Context: an optimization exercise on an open-source flow, tuned for small area, a short achievable clock period and few clock cycles per item. The choices shown serve that exercise and are no tape-out recipe.
The RTL was checked by simulation tests, not by an equivalence proof against the original design.

==> flow/design.v, too long to show whole: its modules and the start of the top module <==
// module barrett_reduce_pipe: 788 lines
// module csa_fa: 10 lines
module barrett_reduce_pipe (
    input  logic        clk,
    input  logic        rst,
    input  logic        in_valid,
    input  logic [63:0] in_data,
    output logic        in_ready,
    output logic        out_valid,
    output logic [31:0] out_data,
    input  logic        out_ready,
    output logic        out_err
);
  // ...
==> flow/flow/run.sh <==
#!/bin/bash
set -e
export BUFFER_PORTS_ARGS="-buffer_cell sky130_fd_sc_hd__buf_1"
bash standard.sh > standard.log 2>&1
==> flow/standard.sh <==
#!/bin/bash
# synth_recipe.tcl (not shown) runs the flow's synth.tcl, then flattens the netlist and writes it again
# the make line also repeats each setting of config.mk as NAME=value (left out here)
make -C /OpenROAD-flow-scripts/flow DESIGN_CONFIG=/design/flow/config.mk WORK_HOME=/design/flow/orfs CLKGATE_MAP_FILE= SYNTH_SCRIPT=/design/flow/synth_recipe.tcl "${@:-finish}"
==> flow/config.mk <==
export PLATFORM = sky130hd
export DESIGN_NAME = barrett_reduce_pipe
export DESIGN_NICKNAME = barrett_reduce_pipe
export VERILOG_FILES = /design/flow/design.v
export SDC_FILE = /design/flow/constraint.sdc
export NUM_CORES = 4
export LEC_CHECK = 0
export CAP_MARGIN = 20
export CORE_MARGIN = 2
export CORE_UTILIZATION = 55
export CTS_BUF_LIST = sky130_fd_sc_hd__clkbuf_8 sky130_fd_sc_hd__clkbuf_16
export PLACE_DENSITY = 0.75
export SETUP_SLACK_MARGIN = 3.5
export SLEW_MARGIN = 20
export SYNTH_HIERARCHICAL = 1
export SYNTH_MINIMUM_KEEP_SIZE = 0
==> flow/constraint.sdc <==
create_clock -name core_clock -period 9.0 [get_ports {clk}]
set_input_delay 1.8000 -clock core_clock [delete_from_list [all_inputs] [get_ports {clk}]]
set_output_delay 1.8000 -clock core_clock [all_outputs]
set_load 0.01 [all_outputs]
==> results.py, run 1 <==
metrics = {
    "run_status": {
        "status": "finished clean",
    },
    "sta": {
        "relSlewSlack": 0.376,
        "max_freq_ghz": 0.177,
        "skew_ns": 0.0161,
        "finalSetupViolCount": 0,
    },
    "cells_and_area": {
        "multi_input_comb_area_mm2": 0.00972,
        "sh_seq_area": 0.209,
        "bufAreaShareNonClock": 0.0655,
        "seq_cells": 104,
    },
    "clock_tree": {
        "cts-htree-levels": 3,
        "cts_tree": "yes",
        "clock_latency_ns": 0.37,
        "ctsHoldBuffers": 0,
    },
    "yosys": {
        "synth_ff_type": "edfxtp_1",
        "netlist_instances": 1102,
        "async_flop_share": 0.0192,
        "yosysTopAreaCell": "fa_1",
        "yosysUniqueCellTypes": 63,
    },
    "grt": {
        "grt_pass1_vias": 8987,
        "grt_max_degree": 71,
        "busiest_layer": "met2",
    },
    "worst_setup_path": {
        "critPathTopFamily": "adder cells",
        "crit_path_start": "in_data[23]",
        "max_stage_delay_ns": 0.50,
        "r2r-end": "q_r[29]",
        "setup.worst_path.class": "in2reg",
        "critical_path.slowest_cell": "fa_1",
    },
    "worst_hold_path": {
        "min_path_cells": 0,
    },
    "drt": {
        "drt_iter0_drc": 651,
        "first_pass_iters": 7,
    },
    "floorplanning": {
        "taps": 319,
    },
}
Testbench counts, summed over its fixed seeds: cycles 8,016, items 8,000.
==> inputs of run 2 (changes only) <==
--- a/flow/config.mk
+++ b/flow/config.mk
@@ -11,5 +11,5 @@
 export CTS_BUF_LIST = sky130_fd_sc_hd__clkbuf_8 sky130_fd_sc_hd__clkbuf_16
 export PLACE_DENSITY = 0.75
-export SETUP_SLACK_MARGIN = 3.5
+export SETUP_SLACK_MARGIN = 3.35
 export SLEW_MARGIN = 20
 export SYNTH_HIERARCHICAL = 1
==> results.py, run 2 <==
metrics = {
    "sta": {
        "fin_crit_ns": 5.67,
        "relSlewSlack": 0.383,
        "finalSetupViolCount": 0,
        "max_freq_ghz": 0.176,
        "finalHoldViolCount": 0,
        "worst_pin_slew_ns": 0.925,
        "drv_slew": 0,
        "finalCritPeriodShare": 0.630,
        "setup_tns_ns": 0,
        "skew_ns": 0.0191,
        "rsz0062_at_grt": "yes",
    },
    "floorplanning": {
        "die_x_um": 158,
        "die_h_um": 158,
        "start_util": 0.557,
        "rows": 56,
        "ios": 103,
        "coreArea_mm2": 0.0234,
        "die_area_mm2": 0.0249,
    },
    "drt": {
        "drc": 0,
        "wl_per_cell_um": 19.8,
        "drt_iter0_drc": 660,
        "ant_nets": 0,
        "vias": 8757,
        "drt-total-wl_mm": 30.7,
        "first_pass_iters": 6,
        "viasPerCell": 5.65,
    },
    "yosys": {
        "postSynthAreaPerCell_um2": 11.8,
        "synth_edf_count": 102,
        "yosysUniqueCellTypes": 63,
        "synth_top_area_frac": 0.396,
        "synthXorXnorAreaFrac": 0.0362,
        "synth_mux_area_frac": 0.0141,
        "yosysTopAreaCell": "fa_1",
        "netlist_instances": 1102,
        "yosys.area_share.simple": 0.0949,
        "ys_ff_latch": 104,
        "synth_area_leaders": "fa_1 (40%), edfxtp_1 (23%), ha_1 (8.4%)",
        "synth_ff_type": "edfxtp_1",
        "synth_compound_area_frac": 0.0976,
        "async_flop_share": 0.0192,
        "yosysSeqAreaShare": 0.239,
        "yosys_warnings": 7,
        "synth_fa_ha_area_frac": 0.480,
        "yosysMostFrequentCell": "fa_1",
        "syn-cell-area_mm2": 0.0130,
        "synth_common_cells": "fa_1 (258), edfxtp_1 (102), inv_1 (93)",
        "synth_top_family_by_area": "adder cells",
    },
    "cells_and_area": {
        "final_common_cell": "fa_1",
        "drive_above_1_share": 0.128,
        "fin_area_mm2": 0.0146,
        "layout_common_cells": "fa_1 (229), edfxtp_1 (102), ha_1 (85), inv_1 (79), buf_1 (71)",
        "largest_registers": "q_r x31, q_s1 x31, q_c1 x26",
        "nets": 1639,
        "area_growth_pct": 12.2,
        "nFillCells": 1894,
        "antennaDiodeCount": 0,
    },
    "worst_setup_path": {
        "setup.worst_path.class": "in2reg",
        "start_kind": "primary input",
        "cp_max_fo": 4,
        "worstPathRequired_ns": 9.11,
        "arrival_ns": 5.77,
        "r2r_cells": 16,
        "crit_path_end_kind": "flip-flop",
    },
    "worst_hold_path": {
        "hold_class": "reg2reg",
        "min_path_cells": 0,
    },
    "grt": {
        "antenna_found_initial": 0,
        "grt_pass1_vias": 8742,
        "grt_max_degree": 71,
        "grt_usage": 0.260,
        "grt_overflow_total": 0,
        "grt_pass1_wl_mm": 47.9,
    },
    "clock_tree": {
        "ctsHoldBuffers": 0,
        "clk_pin_slew_ns": 0.08,
        "cts-root-buf": "clkbuf_16",
        "clock_sinks": 104,
        "clock_latency_ns": 0.37,
        "cts-htree-levels": 3,
        "cts_inserted_buffers": 9,
        "cts_tree": "yes",
        "clockBufferDepth": 2,
    },
    "run_status": {
        "status": "finished clean",
    },
    "placement": {
        "placed_area_mm2": 0.0138,
        "detailed_place_hpwl_mm": 25.2,
        "globalplace.congestion": 0.958,
        "io_buffers": 100,
    },
    "job": {
        "maxCapViolCount": 0,
    },
}
[run 2: cell counts after synthesis]
No cell type changed its count.
[run 2: final timing paths]
check | from | to | slack, ns
setup / recovery | in_data[23] | q_ta[1] | 3.33
hold reg to reg | q_err1 | q_err2 | 0.42
setup reg to reg | q_s17[1] | q_r[29] | 3.86
hold / removal | q_err1 | q_err2 | 0.42
min in group asynchronous | rst | r_v1 | 1.25
max in group asynchronous | rst | r_v2 | 7.63
[run 2: final cells by class]
class                   count  area (um2)  share of cell area
inverters                  96         390              0.0267
clock inverters             7        93.8             0.00642
flip-flops and latches    104        3110               0.213
clock buffers               9         225              0.0154
multi-input cells         875        9590               0.656
well taps                 319         399              0.0273
repair buffers            140         810              0.0554
[run 2: worst max-delay path, stage by stage]
cell	delay, ns
clkbuf_2	0.10
buf_6	0.12
fa_2	0.45
fa_2	0.41
fa_2	0.36
fa_2	0.34
fa_1	0.50
inv_2	0.04
fa_2	0.33
inv_2	0.08
fa_2	0.49
ha_4	0.29
inv_2	0.03
mux4_2	0.44
[run 2: cell families (layout without fill, tap and decap cells)]
logic type	after synthesis	count (layout)
AO/OA/AOI/OAI	204	204
XOR/XNOR	53	53
adder cells (fa/ha/maj)	345	345
buffers and inverters	129	252
flip-flops	104	104
multiplexers	15	15
other	1	7
AND/OR/NAND/NOR	251	251
[run 2: stage by stage]
| step | hold slack (ns) | util | worst slack (ns) | cells |
|---|---|---|---|---|
| 6_report | 0.423 | 0.625 | 3.33 | 1550 |
| 5_1_grt | 0.444 | 0.625 | 3.25 | 1550 |
| 4_1_cts | 0.423 | 0.615 | 3.33 | 1533 |
| 3_5_place_dp | 0.405 | 0.590 | 1.95 | 1504 |
| 3_3_place_gp | 0.409 | 0.590 | 2.09 | 1504 |
| 2_1_floorplan | 0.400 | - | 3.14 | 1108 |
[run 2: routing by layer]
| layer | GRT usage | vias to the layer above | part of all wire |
|---|---|---|---|
| met5 | 0 | - | 0 |
| met3 | 0.0424 | 44 | 0.080 |
| li1 | - | 4010 | - |
| met1 | 0.366 | 4291 | 0.42 |
| met4 | 0.0759 | 0 | 0.025 |
| met2 | 0.424 | 412 | 0.47 |
[run 2: modules after synthesis, one instance, submodules excluded]
module               cells inside  flip-flops and latches
barrett_reduce_pipe           854                     104
csa_fa                          1                       0
[run 2: repair_timing]
action                     4_1_cts  5_1_grt
pin swaps                       12       10
setup buffers                   13       17
setup endpoints to repair        8       25
resized for setup               68       34
==> inputs of run 3 (changes only) <==
--- a/flow/config.mk
+++ b/flow/config.mk
@@ -11,5 +11,5 @@
 export CTS_BUF_LIST = sky130_fd_sc_hd__clkbuf_8 sky130_fd_sc_hd__clkbuf_16
 export PLACE_DENSITY = 0.75
-export SETUP_SLACK_MARGIN = 3.35
+export SETUP_SLACK_MARGIN = 3.2
 export SLEW_MARGIN = 20
 export SYNTH_HIERARCHICAL = 1
==> results.py, run 3 <==
metrics = {
    "drt": {
        "drt_iter0_drc": 559,
        "first_pass_iters": 5,
        "vias": 8653,
        "wl_per_cell_um": 19.8,
        "ant_nets": 0,
        "viasPerCell": 5.61,
        "drt-total-wl_mm": 30.5,
        "drc": 0,
    },
    "yosys": {
        "syn-cell-area_mm2": 0.0130,
        "yosysTopAreaCell": "fa_1",
        "synth_top_area_frac": 0.396,
        "async_flop_share": 0.0192,
        "postSynthAreaPerCell_um2": 11.8,
        "yosysUniqueCellTypes": 63,
        "synth_common_cells": "fa_1 (258), edfxtp_1 (102), inv_1 (93)",
        "yosysSeqAreaShare": 0.239,
        "synth_edf_count": 102,
        "synth_ff_type": "edfxtp_1",
        "yosys_warnings": 7,
        "synth_area_leaders": "fa_1 (40%), edfxtp_1 (23%), ha_1 (8.4%)",
        "netlist_instances": 1102,
        "ys_ff_latch": 104,
        "yosysMostFrequentCell": "fa_1",
    },
    "sta": {
        "skew_ns": 0.0186,
        "setup_tns_ns": 0,
        "worst_pin_slew_ns": 0.916,
        "finalCritPeriodShare": 0.637,
        "drv_slew": 0,
        "finalHoldViolCount": 0,
        "max_freq_ghz": 0.175,
        "fin_crit_ns": 5.73,
        "rsz0062_at_grt": "no",
        "finalSetupViolCount": 0,
        "relSlewSlack": 0.389,
    },
    "grt": {
        "grt_max_degree": 71,
        "grt_usage": 0.263,
        "grt_pass1_wl_mm": 48.6,
        "grt_overflow_total": 0,
        "grt_pass1_vias": 8943,
        "antenna_found_initial": 0,
    },
    "cells_and_area": {
        "antennaDiodeCount": 0,
        "nets": 1632,
        "layoutNonFillerInstCount": 1543,
        "largest_registers": "q_r x31, q_s1 x31, q_c1 x26",
        "area_growth_pct": 10.9,
        "final_common_cell": "fa_1",
        "drive_above_1_share": 0.106,
        "nFillCells": 1906,
        "layout_common_cells": "fa_1 (237), edfxtp_1 (102), ha_1 (86), inv_1 (84), buf_1 (72)",
    },
    "worst_setup_path": {
        "crit_path_end_kind": "flip-flop",
        "critPathTopFamily": "adder cells",
        "critPathBufInv": 4,
        "max_stage_delay_ns": 0.49,
        "start_kind": "primary input",
        "setup.worst_path.class": "in2reg",
        "cp_common_cell": "fa_2",
        "critical_path.slowest_cell": "fa_2",
        "cp_max_fo": 6,
        "worstPathCellList": "clkbuf_4 -> fa_2 -> fa_2 -> fa_2 -> fa_2 -> fa_1 -> inv_1 -> fa_2 -> inv_2 -> fa_2 -> ha_1 -> inv_1 -> mux4_2",
        "worstPathRequired_ns": 9.11,
        "arrival_ns": 5.83,
    },
    "clock_tree": {
        "cts_inserted_buffers": 9,
        "clock_latency_ns": 0.36,
        "cts_tree": "yes",
        "clockBufferDepth": 2,
        "cts-htree-levels": 3,
        "clk_pin_slew_ns": 0.08,
        "cts-root-buf": "clkbuf_16",
        "clock_sinks": 104,
    },
    "job": {
        "maxCapViolCount": 0,
    },
    "floorplanning": {
        "rows": 56,
        "coreArea_mm2": 0.0234,
        "die_x_um": 158,
        "start_util": 0.557,
        "die_area_mm2": 0.0249,
        "die_h_um": 158,
        "ios": 103,
    },
    "placement": {
        "post-place-cells": 1503,
        "detailed_place_hpwl_mm": 25.6,
        "io_buffers": 100,
        "globalplace.congestion": 0.978,
    },
    "run_status": {
        "status": "finished clean",
    },
    "worst_hold_path": {
        "hold_class": "reg2reg",
    },
}
==> run 3: cell counts after synthesis <==
Identical to the previous run, type by type.
==> run 3: final timing paths <==
path | from | to | slack (ns) | depth (start not counted)
max in group asynchronous | rst | r_v2 | 7.62 | 2
hold / removal | q_err1 | q_err2 | 0.43 | 0
setup / recovery | in_data[38] | q_ta[1] | 3.27 | 13
hold reg to reg | q_err1 | q_err2 | 0.43 | 0
min in group asynchronous | rst | r_v1 | 1.26 | 2
setup reg to reg | q_s17[1] | q_r[29] | 3.73 | 16
==> run 3: worst reg2reg max path: stages (launching register included) <==
cell	delay [ns]
edfxtp_1	0.56
inv_1	0.25
ha_1	0.46
and2_1	0.26
o21ai_0	0.27
o21ai_0	0.14
a21oi_1	0.26
fa_1	0.53
fa_1	0.49
ha_1	0.36
a21oi_1	0.20
a21boi_1	0.09
a311oi_1	0.46
a21o_1	0.25
a21o_1	0.18
a31oi_1	0.11
xor2_1	0.16
==> run 3: metrics by stage <==
stage	util	hold slack (ns)	worst slack (ns)	cell area (um2)
after floorplan	-	0.400	3.14	13100
after global placement	0.589	0.410	2.15	13800
after detailed placement	0.589	0.422	1.91	13800
after CTS	0.610	0.439	3.21	14300
after global routing	0.618	0.451	3.20	14500
final	0.618	0.433	3.27	14500
==> run 3: cell families (layout without fill, tap and decap cells) <==
family,count (synthesis),after routing,share of synthesized area
compound gates,204,204,0.0976
fa+ha+maj,345,345,0.480
mux,15,15,0.0141
buf+inv,129,245,0.0383
simple gates,251,251,0.0949
other cells,1,7,0.000288
flops,104,104,0.239
xor+xnor,53,53,0.0362
==> run 3: timing repair <==
action,CTS,global route
gates resized for setup,49,28
endpoints found under the setup margin,8,15
pin swaps,2,10
buffers inserted,9,15
hold buffers,0,0
==> run 3: cell type report <==
cell class / count / area, um2 / area share
multi-input combinational: 875 / 9530 / 0.659
sequential: 104 / 3110 / 0.215
timing repair buffer: 133 / 723 / 0.0500
tap: 319 / 399 / 0.0276
inverter: 96 / 383 / 0.0265
clock buffer: 9 / 225 / 0.0156
clock inverter: 7 / 85.1 / 0.00589
==> run 3: per-module statistics from Yosys, one instance, submodules excluded <==
module | cells inside | copies in the design
csa_fa | 1 | 248
barrett_reduce_pipe | 854 | 1
==> run 3: routing by layer <==
layer / part of all wire / wire length [um] / vias up / track usage
met1: 0.43 / 13000 / 4293 / 0.369
met4: 0.018 / 540 / 0 / 0.0678
met3: 0.077 / 2350 / 34 / 0.0509
met5: 0 / 0 / - / 0
li1: - / - / 3990 / -
met2: 0.48 / 14600 / 336 / 0.428
==> inputs of run 4 (changes only) <==
--- a/flow/config.mk
+++ b/flow/config.mk
@@ -10,4 +10,5 @@
 export CORE_UTILIZATION = 55
 export CTS_BUF_LIST = sky130_fd_sc_hd__clkbuf_8 sky130_fd_sc_hd__clkbuf_16
+export GPL_ROUTABILITY_DRIVEN = 0
 export PLACE_DENSITY = 0.75
 export SETUP_SLACK_MARGIN = 3.2
==> results.py, run 4 <==
metrics = {
    "yosys": {
        "yosysUniqueCellTypes": 63,
        "yosysSeqAreaShare": 0.239,
        "syn-cell-area_mm2": 0.0130,
        "ys_ff_latch": 104,
        "synth_common_cells": "fa_1 (258), edfxtp_1 (102), inv_1 (93)",
        "synth_mux_area_frac": 0.0141,
        "netlist_instances": 1102,
        "synth_compound_area_frac": 0.0976,
        "postSynthAreaPerCell_um2": 11.8,
        "yosysTopAreaCell": "fa_1",
        "synth_fa_ha_area_frac": 0.480,
        "synth_edf_count": 102,
        "yosys_warnings": 7,
        "async_flop_share": 0.0192,
        "synth_ff_type": "edfxtp_1",
        "synthXorXnorAreaFrac": 0.0362,
        "synth_top_family_by_area": "adder cells",
        "yosysMostFrequentCell": "fa_1",
        "synth_area_leaders": "fa_1 (40%), edfxtp_1 (23%), ha_1 (8.4%)",
        "yosys.area_share.simple": 0.0949,
        "synth_top_area_frac": 0.396,
    },
    "floorplanning": {
        "ios": 103,
        "die_area_mm2": 0.0249,
        "die_h_um": 158,
        "die_x_um": 158,
        "start_util": 0.557,
        "rows": 56,
        "coreArea_mm2": 0.0234,
    },
    "sta": {
        "finalHoldViolCount": 0,
        "finalCritPeriodShare": 0.633,
        "drv_slew": 0,
        "worst_pin_slew_ns": 0.914,
        "finalSetupViolCount": 0,
        "setup_tns_ns": 0,
        "max_freq_ghz": 0.175,
        "rsz0062_at_grt": "yes",
        "skew_ns": 0.0192,
        "fin_crit_ns": 5.70,
        "relSlewSlack": 0.390,
    },
    "placement": {
        "post-place-cells": 1503,
        "detailed_place_hpwl_mm": 24.5,
        "io_buffers": 100,
    },
    "drt": {
        "drc": 0,
        "vias": 8681,
        "viasPerCell": 5.65,
        "ant_nets": 0,
        "drt_iter0_drc": 615,
        "drt-total-wl_mm": 29.5,
        "wl_per_cell_um": 19.2,
        "first_pass_iters": 5,
    },
    "cells_and_area": {
        "nets": 1625,
        "antennaDiodeCount": 0,
        "layoutNonFillerInstCount": 1536,
        "nFillCells": 1872,
        "largest_registers": "q_r x31, q_s1 x31, q_c1 x26",
        "layout_common_cells": "fa_1 (242), edfxtp_1 (102), ha_1 (86), inv_1 (84), buf_1 (74)",
        "final_common_cell": "fa_1",
        "area_growth_pct": 10.3,
        "drive_above_1_share": 0.0961,
    },
    "worst_hold_path": {
        "hold_class": "reg2reg",
        "holdCritStartpoint": "q_err1",
        "min_path_cells": 0,
    },
    "clock_tree": {
        "clk_pin_slew_ns": 0.08,
        "cts-root-buf": "clkbuf_16",
        "cts_tree": "yes",
        "cts_inserted_buffers": 9,
        "cts-htree-levels": 3,
        "clockBufferDepth": 2,
        "clock_latency_ns": 0.37,
        "clock_sinks": 104,
    },
    "worst_setup_path": {
        "r2r_cells": 16,
        "crit_path_end_kind": "flip-flop",
        "arrival_ns": 5.81,
        "worstPathRequired_ns": 9.11,
        "cp_max_fo": 3,
        "rr_startpoint": "q_s17[1]",
        "crit_path_start": "in_data[23]",
        "setup.worst_path.class": "in2reg",
        "start_kind": "primary input",
    },
    "grt": {
        "antenna_found_initial": 0,
        "grt_pass1_vias": 8881,
        "grt_max_degree": 71,
        "grt_usage": 0.249,
        "grt_overflow_total": 0,
        "grt_pass1_wl_mm": 46.5,
    },
    "job": {
        "maxCapViolCount": 0,
    },
    "run_status": {
        "status": "finished clean",
    },
}
## run 4: worst max-delay path, stage by stage
cell and delay [ns]:
buf_1 0.09, buf_6 0.12, fa_2 0.34, fa_2 0.41, fa_1 0.48, fa_2 0.37, fa_1 0.49, inv_1 0.05
fa_2 0.33, inv_2 0.07, fa_2 0.45, ha_1 0.29, inv_1 0.05, mux4_2 0.45
## run 4: per-module statistics from Yosys, one instance, submodules excluded
| module | area, um2 | flops+latches | copies in the design |
|---|---|---|---|
| barrett_reduce_pipe | 8070 | 104 | 1 |
| csa_fa | 20.0 | 0 | 248 |
## run 4: path summary, 6_finish.rpt
check	endpoint	slack, ns
worst max-delay path	q_ta[1]	3.30
worst min-delay path	q_err2	0.42
worst max register to register	q_r[29]	3.54
worst min register to register	q_err2	0.42
max in group asynchronous	r_v1	7.65
min in group asynchronous	r_v2	1.25
## run 4: per-layer routing
metal,vias to the layer above,wire length (um),global-route usage
li1,3970,-,-
met1,4257,12100,0.336
met2,398,13800,0.404
met3,56,2630,0.0547
met4,0,991,0.0849
met5,-,0,0
## run 4: final cells by class
class	count	area [um2]	area share
Inverter	96	375	0.0261
Tap cell	319	399	0.0278
Sequential cell	104	3110	0.216
Clock buffer	9	225	0.0157
Clock inverter	7	100	0.00696
Timing Repair Buffer	126	652	0.0453
Multi-Input combinational cell	875	9520	0.662
## run 4: repair_timing
| item | in CTS | in global routing |
|---|---|---|
| pin swaps | 3 | 7 |
| hold buffers | 0 | 0 |
| gates resized for setup | 35 | 31 |
| setup buffers | 5 | 12 |
| endpoints found under the setup margin | 8 | 16 |
| hold endpoints to repair | 0 | 0 |
## run 4: logic make-up (layout without fill, tap and decap cells)
group | after synthesis | in the layout
buf+inv | 129 | 238
simple gates | 251 | 251
fa+ha+maj | 345 | 345
compound gates | 204 | 204
mux | 15 | 15
flops | 104 | 104
other cells | 1 | 7
xor+xnor | 53 | 53
## run 4: through the flow
| step | worst slack (ns) | utilization | cell area, um2 | hold WS (ns) |
|---|---|---|---|---|
| after floorplan | 3.14 | - | 13100 | 0.400 |
| after global placement | 2.16 | 0.589 | 13800 | 0.416 |
| after detailed placement | 1.95 | 0.589 | 13800 | 0.406 |
| after CTS | 3.19 | 0.607 | 14200 | 0.423 |
| after global routing | 3.14 | 0.615 | 14400 | 0.448 |
| final | 3.30 | 0.615 | 14400 | 0.424 |
==> inputs of run 5 (changes only) <==
--- a/flow/config.mk
+++ b/flow/config.mk
@@ -8,8 +8,7 @@
 export CAP_MARGIN = 20
 export CORE_MARGIN = 2
-export CORE_UTILIZATION = 55
+export CORE_UTILIZATION = 65
 export CTS_BUF_LIST = sky130_fd_sc_hd__clkbuf_8 sky130_fd_sc_hd__clkbuf_16
-export GPL_ROUTABILITY_DRIVEN = 0
-export PLACE_DENSITY = 0.75
+export PLACE_DENSITY = 0.85
 export SETUP_SLACK_MARGIN = 3.2
 export SLEW_MARGIN = 20
==> results.py, run 5 <==
metrics = {
    "worst_setup_path": {
        "arrival_ns": 5.85,
        "cp_max_fo": 5,
        "crit_path_end_kind": "flip-flop",
        "r2r_cells": 16,
        "rr_startpoint": "q_s17[0]",
        "r2r-end": "q_r[29]",
        "worst-r2r-setup-slack_ns": 3.62,
        "setup.worst_path.class": "in2reg",
        "crit_path_start": "in_data[45]",
        "start_kind": "primary input",
        "worstPathRequired_ns": 9.09,
    },
    "job": {
        "maxCapViolCount": 0,
    },
    "worst_hold_path": {
        "holdCritStartpoint": "q_err1",
        "hold_class": "reg2reg",
        "min_path_cells": 0,
        "hold_end": "q_err2",
    },
    "yosys": {
        "yosys.area_share.simple": 0.0949,
        "async_flop_share": 0.0192,
        "synth_top_family_by_area": "adder cells",
        "synth_mux_area_frac": 0.0141,
        "synth_ff_type": "edfxtp_1",
        "yosysMostFrequentCell": "fa_1",
        "synth_common_cells": "fa_1 (258), edfxtp_1 (102), inv_1 (93)",
        "synth_edf_count": 102,
        "synth_fa_ha_area_frac": 0.480,
        "ys_ff_latch": 104,
        "synth_top_area_frac": 0.396,
        "postSynthAreaPerCell_um2": 11.8,
        "synthXorXnorAreaFrac": 0.0362,
        "yosysSeqAreaShare": 0.239,
        "synth_area_leaders": "fa_1 (40%), edfxtp_1 (23%), ha_1 (8.4%)",
        "yosys_warnings": 7,
        "yosysUniqueCellTypes": 63,
        "syn-cell-area_mm2": 0.0130,
        "yosysTopAreaCell": "fa_1",
        "synth_compound_area_frac": 0.0976,
        "netlist_instances": 1102,
    },
    "placement": {
        "detailed_place_hpwl_mm": 24.1,
        "globalplace.congestion": 0.998,
        "post-place-cells": 1447,
        "placed_area_mm2": 0.0137,
        "io_buffers": 100,
    },
    "sta": {
        "relSlewSlack": 0.409,
        "finalSetupViolCount": 0,
        "worst_pin_slew_ns": 0.887,
        "drv_slew": 0,
        "fin_crit_ns": 5.75,
        "finalCritPeriodShare": 0.639,
        "rsz0062_at_grt": "yes",
        "skew_ns": 0.0142,
        "finalHoldViolCount": 0,
        "max_freq_ghz": 0.174,
        "setup_tns_ns": 0,
    },
    "drt": {
        "vias": 8847,
        "viasPerCell": 5.97,
        "drt_iter0_drc": 644,
        "drc": 0,
        "first_pass_iters": 5,
        "wl_per_cell_um": 20.3,
        "ant_nets": 0,
        "drt-total-wl_mm": 30.1,
    },
    "grt": {
        "grt_overflow_total": 0,
        "antenna_found_initial": 0,
        "grt_pass1_wl_mm": 47.5,
        "grt_pass1_vias": 8955,
        "grt_usage": 0.293,
        "grt_max_degree": 71,
    },
    "clock_tree": {
        "cts-htree-levels": 3,
        "cts-root-buf": "clkbuf_16",
        "cts_inserted_buffers": 9,
        "ctsHoldBuffers": 0,
        "cts_tree": "yes",
        "clock_sinks": 104,
        "clk_pin_slew_ns": 0.07,
        "clockBufferDepth": 2,
        "clock_latency_ns": 0.36,
    },
    "cells_and_area": {
        "largest_registers": "q_r x31, q_s1 x31, q_c1 x26",
        "layout_common_cells": "fa_1 (235), edfxtp_1 (102), ha_1 (85), inv_1 (84), buf_1 (71)",
        "drive_above_1_share": 0.105,
        "nFillCells": 1280,
        "final_common_cell": "fa_1",
        "layoutNonFillerInstCount": 1483,
        "area_growth_pct": 10.2,
        "antennaDiodeCount": 0,
        "nets": 1626,
        "fin_area_mm2": 0.0144,
    },
    "floorplanning": {
        "coreArea_mm2": 0.0196,
        "start_util": 0.665,
        "die_h_um": 146,
        "ios": 103,
        "rows": 51,
        "die_area_mm2": 0.0212,
        "die_x_um": 146,
    },
    "run_status": {
        "status": "finished clean",
    },
}
[run 5: cell counts after synthesis]
Identical to the previous run, type by type.
[run 5: modules after synthesis, one instance, submodules excluded]
| module | flip-flops and latches | cell area, um2 |
|---|---|---|
| barrett_reduce_pipe | 104 | 8070 |
| csa_fa | 0 | 20.0 |
[run 5: timing repair]
item,CTS,global route
cloned,0,0
resized for setup,53,32
setup buffers,8,12
pin swaps,0,9
endpoints found under the setup margin,8,14
[run 5: routing by layer]
metal / wire length [um] / global-route usage / vias up
met4: 1100 / 0.116 / 0
li1: - / - / 3980
met2: 14200 / 0.471 / 491
met3: 2870 / 0.0480 / 78
met5: 0 / 0 / -
met1: 11900 / 0.407 / 4298
[run 5: layout make-up]
type / count / area (um2) / area share
Multi-Input combinational cell: 875 / 9560 / 0.665
Sequential cell: 104 / 3110 / 0.217
Timing Repair Buffer: 127 / 672 / 0.0468
Inverter: 96 / 390 / 0.0272
Tap cell: 265 / 332 / 0.0231
Clock buffer: 9 / 225 / 0.0157
Clock inverter: 7 / 73.8 / 0.00514
[run 5: kinds of logic after synthesis]
family                   Yosys count
AO/OA/AOI/OAI                    204
XOR/XNOR                          53
adder cells (fa/ha/maj)          345
buffers and inverters            129
flip-flops                       104
multiplexers                      15
other                              1
AND/OR/NAND/NOR                  251
[run 5: worst max-delay path, stage by stage]
cell	delay (ns)
buf_2	0.21
clkinvlp_4	0.16
fa_1	0.40
fa_1	0.49
fa_1	0.37
inv_1	0.08
fa_1	0.44
fa_1	0.46
inv_1	0.12
fa_2	0.47
ha_2	0.24
o211ai_1	0.19
o21ai_1	0.12
a211oi_2	0.22
a21oi_1	0.06
[run 5: worst max path at each step]
| stage | to | slack, ns |
|---|---|---|
| 2_1_floorplan | q_ta[1] | 3.14 |
| 3_3_place_gp | q_tc[0] | 2.05 |
| 3_5_place_dp | q_tc[0] | 1.87 |
| 4_1_cts | q_tc[0] | 3.20 |
| 5_1_grt | q_tc[0] | 3.11 |
| 6_report | q_tc[0] | 3.25 |
[run 5: per-stage QoR]
step           setup WS (ns)  hold WS, ns   util
3_5_place_dp            1.87        0.428  0.700
6_report                3.25        0.440  0.733
5_1_grt                 3.11        0.442  0.733
3_3_place_gp            2.05        0.417  0.700
4_1_cts                 3.20        0.444  0.724
2_1_floorplan           3.14        0.400      -
==> inputs of run 6 (changes only) <==
--- a/flow/config.mk
+++ b/flow/config.mk
@@ -6,11 +6,12 @@
 export NUM_CORES = 4
 export LEC_CHECK = 0
-export CAP_MARGIN = 20
+export CAP_MARGIN = 10
 export CORE_MARGIN = 2
-export CORE_UTILIZATION = 65
+export CORE_UTILIZATION = 55
 export CTS_BUF_LIST = sky130_fd_sc_hd__clkbuf_8 sky130_fd_sc_hd__clkbuf_16
-export PLACE_DENSITY = 0.85
+export GPL_ROUTABILITY_DRIVEN = 0
+export PLACE_DENSITY = 0.75
 export SETUP_SLACK_MARGIN = 3.2
-export SLEW_MARGIN = 20
+export SLEW_MARGIN = 10
 export SYNTH_HIERARCHICAL = 1
 export SYNTH_MINIMUM_KEEP_SIZE = 0
==> results.py, run 6 <==
metrics = {
    "run_status": {
        "status": "finished clean",
    },
    "floorplanning": {
        "ios": 103,
        "die_area_mm2": 0.0249,
        "rows": 56,
        "die_x_um": 158,
        "coreArea_mm2": 0.0234,
        "die_h_um": 158,
        "start_util": 0.557,
    },
    "sta": {
        "finalSetupViolCount": 0,
        "hold_ws_ns": 0.424,
        "rsz0062_at_grt": "yes",
        "finalCritPeriodShare": 0.633,
        "fin_ws_ns": 3.30,
        "max_freq_ghz": 0.175,
        "relSlewSlack": 0.390,
        "setup_tns_ns": 0,
        "skew_ns": 0.0192,
        "drv_slew": 0,
        "fin_crit_ns": 5.70,
        "finalHoldViolCount": 0,
        "worst_pin_slew_ns": 0.914,
    },
    "clock_tree": {
        "cts-root-buf": "clkbuf_16",
        "clock_sinks": 104,
        "clock_latency_ns": 0.37,
        "clockBufferDepth": 2,
        "ctsHoldBuffers": 0,
        "cts_inserted_buffers": 9,
        "clk_pin_slew_ns": 0.08,
        "cts_tree": "yes",
        "cts-htree-levels": 3,
    },
    "cells_and_area": {
        "final_common_cell": "fa_1",
        "layout_common_cells": "fa_1 (242), edfxtp_1 (102), ha_1 (86), inv_1 (84), buf_1 (74)",
        "nFillCells": 1872,
        "finish.utilization": 0.615,
        "drive_above_1_share": 0.0961,
        "antennaDiodeCount": 0,
        "largest_registers": "q_r x31, q_s1 x31, q_c1 x26",
        "nets": 1625,
        "multi_input_comb_area_mm2": 0.00952,
        "seq_area_mm2": 0.00311,
        "area_growth_pct": 10.3,
        "fin_area_mm2": 0.0144,
    },
    "worst_setup_path": {
        "worstPathRequired_ns": 9.11,
        "start_kind": "primary input",
        "setup.worst_path.class": "in2reg",
        "crit_path_end_kind": "flip-flop",
        "arrival_ns": 5.81,
        "cp_max_fo": 3,
    },
    "grt": {
        "grt_max_degree": 71,
        "antenna_found_initial": 0,
        "grt_overflow_total": 0,
        "grt_pass1_wl_mm": 46.5,
        "grt_pass1_vias": 8881,
        "grt_usage": 0.249,
    },
    "drt": {
        "drc": 0,
        "drt_iter0_drc": 615,
        "vias": 8681,
        "drt-total-wl_mm": 29.5,
        "first_pass_iters": 5,
        "viasPerCell": 5.65,
        "ant_nets": 0,
        "wl_per_cell_um": 19.2,
    },
    "job": {
        "maxCapViolCount": 0,
    },
    "yosys": {
        "synth_ff_type": "edfxtp_1",
        "synth_top_area_frac": 0.396,
        "yosys_warnings": 7,
        "yosysMostFrequentCell": "fa_1",
        "async_flop_share": 0.0192,
        "netlist_instances": 1102,
        "yosysTopAreaCell": "fa_1",
        "synth_area_leaders": "fa_1 (40%), edfxtp_1 (23%), ha_1 (8.4%)",
        "synth_edf_count": 102,
        "synth_common_cells": "fa_1 (258), edfxtp_1 (102), inv_1 (93)",
        "syn-cell-area_mm2": 0.0130,
        "yosysUniqueCellTypes": 63,
        "postSynthAreaPerCell_um2": 11.8,
        "ys_ff_latch": 104,
        "yosysSeqAreaShare": 0.239,
    },
    "placement": {
        "pre_cts_slack_ns": 1.95,
        "placed_area_mm2": 0.0138,
        "detailed_place_hpwl_mm": 24.5,
        "io_buffers": 100,
    },
    "worst_hold_path": {
        "hold_class": "reg2reg",
    },
}
## run 6: cell types whose count changed in the layout (fill, tap and decap cells not counted), sizes merged
cell,delta
buf,-3
clkinvlp,-4
clkinv,-1
clkbuf,+2
inv,+5
## run 6: repair_timing
| item | in CTS | in global routing |
|---|---|---|
| gates resized for setup | 35 | 31 |
| pin swaps | 3 | 7 |
| setup endpoints to repair | 8 | 16 |
| setup buffers | 5 | 12 |
## run 6: final cells by class
| cell class | count | area share |
|---|---|---|
| Multi-Input combinational cell | 875 | 0.662 |
| Sequential cell | 104 | 0.216 |
| Clock buffer | 9 | 0.0157 |
| Inverter | 96 | 0.0261 |
| Tap cell | 319 | 0.0278 |
| Timing Repair Buffer | 126 | 0.0453 |
| Clock inverter | 7 | 0.00696 |
## run 6: worst paths after layout
check	startpoint	end	slack (ns)	depth (start not counted)
max	in_data[23]	q_ta[1]	3.30	14
min	q_err1	q_err2	0.42	0
max reg2reg	q_s17[1]	q_r[29]	3.54	16
min reg2reg	q_err1	q_err2	0.42	0
max in group asynchronous	rst	r_v1	7.65	2
min in group asynchronous	rst	r_v2	1.25	2
## run 6: through the flow
step | std cells
5_1_grt | 1536
4_1_cts | 1524
6_report | 1536
3_5_place_dp | 1503
3_3_place_gp | 1503
2_1_floorplan | 1108
## run 6: cell families (layout without fill, tap and decap cells)
logic type / count (synthesis) / count (layout) / synth area share
other: 1 / 7 / 0.000288
buffers and inverters: 129 / 238 / 0.0383
AOI/OAI and AO/OA: 204 / 204 / 0.0976
adders and majority gates: 345 / 345 / 0.480
xor gates and xnor gates: 53 / 53 / 0.0362
muxes: 15 / 15 / 0.0141
and+or+nand+nor: 251 / 251 / 0.0949
DFF: 104 / 104 / 0.239
## run 6: per-layer routing
| metal | vias to the layer above | global-route usage | wire length [um] |
|---|---|---|---|
| met5 | - | 0 | 0 |
| met4 | 0 | 0.0849 | 991 |
| met3 | 56 | 0.0547 | 2630 |
| met2 | 398 | 0.404 | 13800 |
| met1 | 4257 | 0.336 | 12100 |
| li1 | 3970 | - | - |
## run 6: per-module statistics from Yosys, one instance, submodules excluded
module	cell area (um2)	cells inside
barrett_reduce_pipe	8070	854
csa_fa	20.0	1
## run 6: critical path, cell delays in order
cell	delay [ns]
buf_1	0.09
buf_6	0.12
fa_2	0.34
fa_2	0.41
fa_1	0.48
fa_2	0.37
fa_1	0.49
inv_1	0.05
fa_2	0.33
inv_2	0.07
fa_2	0.45
ha_1	0.29
inv_1	0.05
mux4_2	0.45

-- afterwards: timing with drivers on the ports --
How much do the figures lean on ideal ports? The routed layouts below were timed once more, with nothing changed but the port constraints. Step 1: set_driving_cell puts a clkbuf_16 on clk and a buf_2 on each other input, an assumption about the parent block. Step 2 moves the port delays by t, midway between the first and last clock arrival at a register: inputs arrive t later, outputs are due t later. That takes back most of the time a late clock gives input paths. Three values: ideal ports, drivers, drivers and shift; two values: the first two.
run | shift t [ns] | setup WS [ns] | worst slew at a driven data input, ns
run 1 | 0.398 | 3.360 / 3.356 / 2.957 | 0.07
run 2 | 0.407 | 3.334 / 3.353 / 2.945 | 0.07
run 3 | 0.402 | 3.271 / 3.289 / 2.886 | 0.05
run 4 | 0.402 | 3.301 / 3.324 / 2.922 | 0.05
run 5 | 0.394 | 3.245 / 3.249 / 2.856 | 0.05
run 6 | 0.402 | 3.301 / 3.324 / 2.922 | 0.05
After both steps every run listed still meets setup and hold. The setup slack of run 1, which loses most, moves by -0.004 ns with the drivers and by -0.403 ns with both steps.
